Source: an optimization exercise on an open RTL-to-GDS flow (aim: small area and a short achievable clock period). Production flows keep margins and buffers that such runs may drop.
Only simulation tests tie the RTL to the original design; equivalence was not proved.
Power is estimated from default activity; no workload was simulated.

==> flow/design.v <==
`default_nettype none
package fpu_pkg;
	typedef logic [31:0] fp32_t;	 
	typedef logic [31:0] int32_t;	 
	typedef logic [7:0]  exp_t;	 
	typedef logic [22:0] frac_t;	 
	typedef logic [23:0] sig_t;	 
	localparam exp_t EXP_MAX  = 8'd255;
	localparam exp_t EXP_BIAS = 8'd127;
	localparam int LATENCY = 3;
	typedef struct packed {
		logic [5:0] op1;	 
		logic [4:0] fmt;	 
		logic [5:0] op2;	 
	} instr_t;
	typedef struct packed {
		logic invalid_op;
		logic nan;
		logic ovf;
	} fpu_exc_t;
	typedef enum logic [2:0] {
		OP_IDLE,
		OP_ABS,
		OP_NEG,
		OP_FLOOR,
		OP_FTOI,
		OP_ITOF,
		OP_INVALID
	} op_t;
	localparam logic [5:0] OP1_COP1    = 6'b010001;
	localparam logic [4:0] FMT_S       = 5'b10000;
	localparam logic [4:0] FMT_W_FTOI  = 5'b00000;
	localparam logic [4:0] FMT_ITOF    = 5'b00100;
	localparam logic [5:0] FUNCT_ABS   = 6'b000101;
	localparam logic [5:0] FUNCT_NEG   = 6'b000111;
	localparam logic [5:0] FUNCT_FLOOR = 6'b001111;
	localparam logic [5:0] FUNCT_CVT   = 6'b000000;
endpackage
`default_nettype wire
`default_nettype none
module fpu_top (
	input  wire         clk,
	input  wire         rstn,
	input       fpu_pkg::instr_t instr,
	input       fpu_pkg::fp32_t  x1,	 
	input       fpu_pkg::int32_t x2,	 
	output fpu_pkg::fp32_t       y,
	output fpu_pkg::fpu_exc_t    exc
);
	function automatic logic [4:0] ftoi_amt(input logic [4:0] k);	 
		ftoi_amt = '0;
		for (int j = 0; j < 32; j++) if (k == 5'(j)) ftoi_amt = 5'((30 - j) & 31);
	endfunction
	function automatic logic [7:0] itof_exp(input logic [4:0] k);	 
		itof_exp = '0;
		for (int j = 0; j < 32; j++) if (k == 5'(j)) itof_exp = 8'(157 - j);
	endfunction
	function automatic logic [22:0] floor_mask(input logic [7:0] ee);
		for (int i = 0; i < 23; i++) floor_mask[i] = !ee[7] || (i < 22 && ee[4:0] <= 5'(21 - i));
	endfunction
	logic d_abs, d_neg, d_flr, d_ftoi, d_itof, cop1;
	assign cop1   = instr.op1 == fpu_pkg::OP1_COP1;
	assign d_abs  = cop1 && instr.fmt == fpu_pkg::FMT_S && instr.op2 == fpu_pkg::FUNCT_ABS;
	assign d_neg  = cop1 && instr.fmt == fpu_pkg::FMT_S && instr.op2 == fpu_pkg::FUNCT_NEG;
	assign d_flr  = cop1 && instr.fmt == fpu_pkg::FMT_S && instr.op2 == fpu_pkg::FUNCT_FLOOR;
	assign d_ftoi = cop1 && instr.fmt == fpu_pkg::FMT_W_FTOI && instr.op2 == fpu_pkg::FUNCT_CVT;
	assign d_itof = cop1 && instr.fmt == fpu_pkg::FMT_ITOF && instr.op2 == fpu_pkg::FUNCT_CVT;
	logic [7:0] e1;
	logic       fz_d, c_nan, c_ovf, c_half, c_norm;
	assign e1     = x1[30:23];
	assign fz_d   = x1[22:0] == '0;
	assign c_nan  = (e1 == 8'hff) && !fz_d;
	assign c_ovf  = !c_nan && ((e1 > 8'd158) || (e1 == 8'd158 && !(x1[31] && fz_d)));
	assign c_half = e1 == 8'd126;
	assign c_norm = (e1 >= 8'd127) && !c_nan && !c_ovf;
	logic o_sgn_d, o_flr_d, o_ft_d, o_fh_d, o_it_d;
	fpu_pkg::fpu_exc_t x_d;
	assign o_sgn_d       = rstn && (d_abs || d_neg);
	assign o_flr_d       = rstn && d_flr;
	assign o_ft_d        = rstn && d_ftoi && c_norm;
	assign o_fh_d        = rstn && d_ftoi && c_half;	 
	assign o_it_d        = rstn && d_itof && x2 != '0;
	assign x_d.invalid_op = rstn && !(d_abs || d_neg || d_flr || d_ftoi || d_itof);
	assign x_d.nan        = rstn && d_ftoi && c_nan;
	assign x_d.ovf        = rstn && d_ftoi && c_ovf;
	logic        s2;
	logic [30:0] v2;
	logic [30:0] pick;
	logic [30:0] cpl;
	logic [31:0] d_d;
	assign s2 = x2[31];
	assign v2 = x2[30:0];
	always_comb begin
		for (int i = 0; i < 23; i++) pick[i] = instr.fmt[2] ? v2[22-i] : x1[i];
		for (int i = 23; i < 31; i++) pick[i] = instr.fmt[2] ? v2[53-i] : x1[i];
		cpl[22:0]  = {23{instr.fmt[2] ? s2 : (!instr.fmt[4] && x1[31])}};
		cpl[30:23] = {8{instr.fmt[2] && s2}};
		d_d[30:0]  = pick ^ cpl;
		if (instr.fmt[2])  d_d[31] = s2;
		else if (d_neg)    d_d[31] = ~x1[31];
		else if (d_abs)    d_d[31] = 1'b0;
		else               d_d[31] = x1[31];
	end
	logic              o_sgn, o_flr, o_ft, o_fh, o_it;
	fpu_pkg::fpu_exc_t x_q;
	logic [31:0]       d_q;
	logic              fz_q;	 
	always_ff @(posedge clk) begin
		o_sgn <= o_sgn_d;
		o_flr <= o_flr_d;
		o_ft  <= o_ft_d;
		o_fh  <= o_fh_d;
		o_it  <= o_it_d;
		x_q   <= x_d;
		d_q   <= d_d;
		fz_q  <= fz_d;
	end
	logic        s;
	logic [7:0]  e;
	logic [22:0] fr;
	assign s  = d_q[31];
	assign e  = d_q[30:23];
	assign fr = d_q[22:0];
	logic [30:0] vq;
	always_comb begin
		for (int i = 0; i < 23; i++) vq[22-i] = d_q[i];
		for (int i = 23; i < 31; i++) vq[53-i] = d_q[i];
	end
	logic [4:0] lz;
	always_comb begin
		lz = 5'd31;
		for (int i = 0; i < 31; i++) begin
			if (vq[i]) lz = 5'(30 - i);
		end
	end
	logic [32:0] sin, sa, sb, sc;
	logic [4:0]  amt;
	assign sin  = {o_it ? s : ~s, d_q[22:0], o_it ? d_q[30:23] : {8{s}}, s};
	assign amt  = o_it ? lz : ftoi_amt(e[4:0]);
	assign sa   = amt[4] ? {{16{s}}, sin[32:16]} : sin;
	assign sb   = amt[3] ? {{8{s}}, sa[32:8]} : sa;
	assign sc   = amt[2] ? {{4{s}}, sb[32:4]} : sb;
	logic [22:0] mask;
	logic        hf, fl_c, fl_mid;
	logic [31:0] fl_a;
	assign mask   = floor_mask(e);
	assign hf     = |(fr & mask);
	assign fl_mid = (e >= 8'd127) && (e < 8'd150);
	assign fl_c   = fl_mid & s & hf;
	always_comb begin
		if (e == 8'hff && !fz_q)  fl_a = d_q | 32'h0040_0000;
		else if (!fl_mid && e >= 8'd150) fl_a = d_q;
		else if (!fl_mid) fl_a = (s && (e != '0 || !fz_q)) ? 32'hbf80_0000 : {s, 31'd0};
		else if (s & hf)  fl_a = d_q | {9'd0, mask};
		else              fl_a = d_q & ~{9'd0, mask};
	end
	logic        use_sh;
	logic [32:0] data_d;
	logic [1:0]  amt_d;
	logic        s_d;
	logic        sel_f_d, sel_i_d;
	fpu_pkg::fpu_exc_t x2_d;
	assign use_sh = o_it | o_ft;
	always_comb begin
		if (use_sh)     data_d = sc;
		else if (o_flr) data_d = {fl_a, fl_c};
		else if (o_fh)  data_d = {{32{s}}, ~s};	 
		else            data_d = {d_q, 1'b0};
	end
	assign amt_d   = use_sh ? amt[1:0] : 2'd0;
	assign s_d     = use_sh & s;
	assign sel_f_d = rstn && (o_sgn || o_flr || o_ft || o_fh);
	assign sel_i_d = rstn && o_it;
	assign x2_d    = rstn ? x_q : '0;
	logic [32:0]       data_q;
	logic [1:0]        amt_q;
	logic [2:0]        lzhi_q;
	logic              s_q;
	logic              sel_f, sel_i;
	fpu_pkg::fpu_exc_t x2_q;
	always_ff @(posedge clk) begin
		data_q <= data_d;
		amt_q  <= amt_d;
		lzhi_q <= lz[4:2];
		s_q    <= s_d;
		sel_f  <= sel_f_d;
		sel_i  <= sel_i_d;
		x2_q   <= x2_d;
	end
	logic [32:0] sd, se;
	assign sd = amt_q[1] ? {{2{s_q}}, data_q[32:2]} : data_q;
	assign se = amt_q[0] ? {s_q, sd[32:1]} : sd;
	logic [31:0] nrm;
	logic [31:0] ai;
	logic        ci;
	always_comb begin
		for (int n = 0; n < 32; n++) nrm[n] = se[32-n];
	end
	assign ai = {s_q, itof_exp({lzhi_q, amt_q}), nrm[30:8]};
	assign ci = s_q ? (nrm[7] | (&nrm[6:0] & nrm[8])) : (nrm[7] & (nrm[8] | (|nrm[6:0])));
	logic [31:0] a;
	logic        c;
	logic [31:0] pre;	 
	logic [31:0] y_d;
	assign a = ({32{sel_f}} & se[32:1]) | ({32{sel_i}} & ai);
	assign c = (sel_f & se[0]) | (sel_i & ci);
	always_comb begin
		pre[0] = 1'b1;
		for (int i = 1; i < 32; i++) pre[i] = pre[i-1] & a[i-1];
	end
	assign y_d = {32{rstn}} & (a ^ ({32{c}} & pre));	 
	always_ff @(posedge clk) begin
		y   <= y_d;
		exc <= rstn ? x2_q : '0;
	end
endmodule
`default_nettype wire
export LEC_CHECK = 0
export CAP_MARGIN = 20
export CORE_MARGIN = 2
export CORE_UTILIZATION = 40
export SETUP_SLACK_MARGIN = 5
export SLEW_MARGIN = 20
create_clock -name core_clock -period 8.0 [get_ports {clk}]
standard.sh (not shown) runs the stock make flow with config.mk's settings and CLKGATE_MAP_FILE= SYNTH_SCRIPT=/design/flow/synth_recipe.tcl, a recipe that flattens the netlist after the stock synthesis.
==> flow/flow/run.sh <==
#!/bin/bash
# Standard synthesis, then the combinational logic re-mapped by ABC with
# iterated choice-based mapping (flip-flops untouched), then the standard
# layout from floorplan on, with plain buffers on the ports.
set -euo pipefail
WORK=$(pwd)
R=$WORK/orfs/results/$FLOW_PLATFORM/fpu_top/base
LOGS=$WORK/orfs/logs/$FLOW_PLATFORM/fpu_top/base
bash standard.sh synth > $WORK/flow_synth.log 2>&1
cp $R/1_2_yosys.v $R/1_2_yosys.std.v
YOSYS=$FLOW_HOME/../tools/install/yosys/bin/yosys
[ -x "$YOSYS" ] || YOSYS=$(command -v yosys)
export REABC_LIB=$FLOW_HOME/platforms/$FLOW_PLATFORM/lib/sky130_fd_sc_hd__tt_025C_1v80.lib
export REABC_IN=$R/1_2_yosys.std.v
export REABC_OUT=$R/1_2_yosys.v
export REABC_SCRIPT=$WORK/flow/abc.scr
export REABC_CONSTR=$WORK/orfs/objects/$FLOW_PLATFORM/fpu_top/base/abc.constr
export REABC_DONT_USE="$(grep -m1 -- '^abc -script' $LOGS/1_2_yosys.log | grep -o -- '-dont_use [^ ]*' | awk '{print $2}' | tr '\n' ' ')"
export REABC_FLOPS="$(grep -o 'sky130_fd_sc_hd__[a-z]*df[a-z0-9_]*' $R/1_2_yosys.std.v | sort -u | tr '\n' ' ')"
$YOSYS -c $WORK/flow/reabc.tcl > $WORK/flow_reabc.log 2>&1
rm -f $R/1_synth.odb $R/1_synth.sdc
# port buffers: the smallest plain buffer, which the resizer upsizes where needed
export BUFFER_PORTS_ARGS="-buffer_cell sky130_fd_sc_hd__buf_1"
bash standard.sh finish > $WORK/flow_finish.log 2>&1
==> flow/flow/abc.scr <==
strash
dc2
dch
map
strash
dc2
dch
map
strash
dch
map
topo
buffer -c
upsize -c
dnsize -c
==> flow/flow/reabc.tcl <==
# Re-map the combinational logic of the standard synthesis netlist with a
# different ABC script. Every flip-flop instance (name and cell type) is kept.
set lib     $::env(REABC_LIB)
set in      $::env(REABC_IN)
set out     $::env(REABC_OUT)
set script  $::env(REABC_SCRIPT)
set dontuse $::env(REABC_DONT_USE)

yosys read_liberty -ignore_miss_func $lib
yosys read_verilog $in
yosys hierarchy -top $::env(FLOW_TOP)
foreach ff [split $::env(REABC_FLOPS)] {
  yosys setattr -mod -set keep_hierarchy 1 $ff
}
yosys flatten
yosys rename -hide w:*.*
yosys opt_clean
set args [list -script $script -liberty $lib -constr $::env(REABC_CONSTR)]
foreach c [split $dontuse] { if {$c ne ""} { lappend args -dont_use $c } }
yosys abc {*}$args
yosys opt_clean -purge
yosys rename -enumerate
foreach ff [split $::env(REABC_FLOPS)] {
  yosys blackbox $ff
}
yosys tee -o $out.stat stat -liberty $lib
yosys write_verilog -noattr -nohex -nodec $out
Rerun with:
--- a/flow/design.v
+++ b/flow/design.v
@@ -91,4 +91,15 @@
 	assign s2 = x2[31];
 	assign v2 = x2[30:0];
+	logic [30:0] vz;
+	logic [4:0]  lz1;
+	logic [4:0]  amt1;
+	assign vz = x2[30:0] ^ {31{s2}};
+	always_comb begin
+		lz1 = 5'd31;
+		for (int i = 0; i < 31; i++) begin
+			if (vz[i]) lz1 = 5'(30 - i);
+		end
+	end
+	assign amt1 = instr.fmt[2] ? lz1 : ftoi_amt(x1[27:23]);
 	always_comb begin
 		for (int i = 0; i < 23; i++) pick[i] = instr.fmt[2] ? v2[22-i] : x1[i];
@@ -105,6 +116,8 @@
 	fpu_pkg::fpu_exc_t x_q;
 	logic [31:0]       d_q;
+	logic [4:0]        amt;	 
 	logic              fz_q;	 
 	always_ff @(posedge clk) begin
+		amt   <= amt1;
 		o_sgn <= o_sgn_d;
 		o_flr <= o_flr_d;
@@ -122,23 +135,11 @@
 	assign e  = d_q[30:23];
 	assign fr = d_q[22:0];
-	logic [30:0] vq;
-	always_comb begin
-		for (int i = 0; i < 23; i++) vq[22-i] = d_q[i];
-		for (int i = 23; i < 31; i++) vq[53-i] = d_q[i];
-	end
-	logic [4:0] lz;
-	always_comb begin
-		lz = 5'd31;
-		for (int i = 0; i < 31; i++) begin
-			if (vq[i]) lz = 5'(30 - i);
-		end
-	end
-	logic [32:0] sin, sa, sb, sc;
-	logic [4:0]  amt;
+	logic [32:0] sin, sa, sb, sc, sd, se;
 	assign sin  = {o_it ? s : ~s, d_q[22:0], o_it ? d_q[30:23] : {8{s}}, s};
-	assign amt  = o_it ? lz : ftoi_amt(e[4:0]);
 	assign sa   = amt[4] ? {{16{s}}, sin[32:16]} : sin;
 	assign sb   = amt[3] ? {{8{s}}, sa[32:8]} : sa;
 	assign sc   = amt[2] ? {{4{s}}, sb[32:4]} : sb;
+	assign sd   = amt[1] ? {{2{s}}, sc[32:2]} : sc;
+	assign se   = amt[0] ? {s, sd[32:1]} : sd;
 	logic [22:0] mask;
 	logic        hf, fl_c, fl_mid;
@@ -157,5 +158,4 @@
 	logic        use_sh;
 	logic [32:0] data_d;
-	logic [1:0]  amt_d;
 	logic        s_d;
 	logic        sel_f_d, sel_i_d;
@@ -163,10 +163,9 @@
 	assign use_sh = o_it | o_ft;
 	always_comb begin
-		if (use_sh)     data_d = sc;
+		if (use_sh)     data_d = se;
 		else if (o_flr) data_d = {fl_a, fl_c};
 		else if (o_fh)  data_d = {{32{s}}, ~s};	 
 		else            data_d = {d_q, 1'b0};
 	end
-	assign amt_d   = use_sh ? amt[1:0] : 2'd0;
 	assign s_d     = use_sh & s;
 	assign sel_f_d = rstn && (o_sgn || o_flr || o_ft || o_fh);
@@ -174,6 +173,5 @@
 	assign x2_d    = rstn ? x_q : '0;
 	logic [32:0]       data_q;
-	logic [1:0]        amt_q;
-	logic [2:0]        lzhi_q;
+	logic [4:0]        lz_q;
 	logic              s_q;
 	logic              sel_f, sel_i;
@@ -181,6 +179,5 @@
 	always_ff @(posedge clk) begin
 		data_q <= data_d;
-		amt_q  <= amt_d;
-		lzhi_q <= lz[4:2];
+		lz_q   <= amt;
 		s_q    <= s_d;
 		sel_f  <= sel_f_d;
@@ -188,14 +185,13 @@
 		x2_q   <= x2_d;
 	end
-	logic [32:0] sd, se;
-	assign sd = amt_q[1] ? {{2{s_q}}, data_q[32:2]} : data_q;
-	assign se = amt_q[0] ? {s_q, sd[32:1]} : sd;
+	logic [32:0] sq;
+	assign sq = data_q;
 	logic [31:0] nrm;
 	logic [31:0] ai;
 	logic        ci;
 	always_comb begin
-		for (int n = 0; n < 32; n++) nrm[n] = se[32-n];
-	end
-	assign ai = {s_q, itof_exp({lzhi_q, amt_q}), nrm[30:8]};
+		for (int n = 0; n < 32; n++) nrm[n] = sq[32-n];
+	end
+	assign ai = {s_q, itof_exp(lz_q), nrm[30:8]};
 	assign ci = s_q ? (nrm[7] | (&nrm[6:0] & nrm[8])) : (nrm[7] & (nrm[8] | (|nrm[6:0])));
 	logic [31:0] a;
@@ -203,6 +199,6 @@
 	logic [31:0] pre;	 
 	logic [31:0] y_d;
-	assign a = ({32{sel_f}} & se[32:1]) | ({32{sel_i}} & ai);
-	assign c = (sel_f & se[0]) | (sel_i & ci);
+	assign a = ({32{sel_f}} & sq[32:1]) | ({32{sel_i}} & ai);
+	assign c = (sel_f & sq[0]) | (sel_i & ci);
 	always_comb begin
 		pre[0] = 1'b1;
Routed wire length came out lower slightly.
Synthesized cell count increases by a few percent.
Sequential cell count grows by 5.
Sequential share of layout area went up by 1.3 points.
Clock skew barely changes.
Clock power fell by a few percent.
Worst hold slack improved by 4.6 ps.
Critical path depth is lower by 3.
Worst setup slack is better by 360 ps.
Cell count is higher by a few percent.
Register-to-register slack improved by 360 ps.
First-iteration DRC count went down by a quarter to a third.
Cell area fell by a few percent.
Sequential power rises by a few percent.

-- port drivers added, routing unchanged --
The results above use ideal ports. As a check the final layouts listed here were re-extracted and re-timed, cells and wires unchanged.
Step 1 sets driving cells, clkbuf_16 on the clock port and buf_2 on the other inputs (assumed; they add their load-dependent delay and slew).
Step 2 times the ports against the registers' clock, not the clock port: input delays grow and output delays shrink by t, the midpoint of the rising clock arrivals with the driver on.
Three values: ideal ports, drivers, drivers and shift; two values: the first two.
run | shift t [ns] | setup WS [ns] | clock arrival spread, ns | worst register clock-pin slew, ns
the first run | 0.469 | 4.775 / 4.775 / 4.775 | 0.010 / 0.010 | 0.07 / 0.07
the second run | 0.461 | 5.133 / 5.133 / 4.742 | 0.010 / 0.011 | 0.06 / 0.06
After both steps every run listed still meets setup and hold. The setup slack of the second run, which loses most, moves by 0.000 ns with the drivers and by -0.391 ns with both steps.
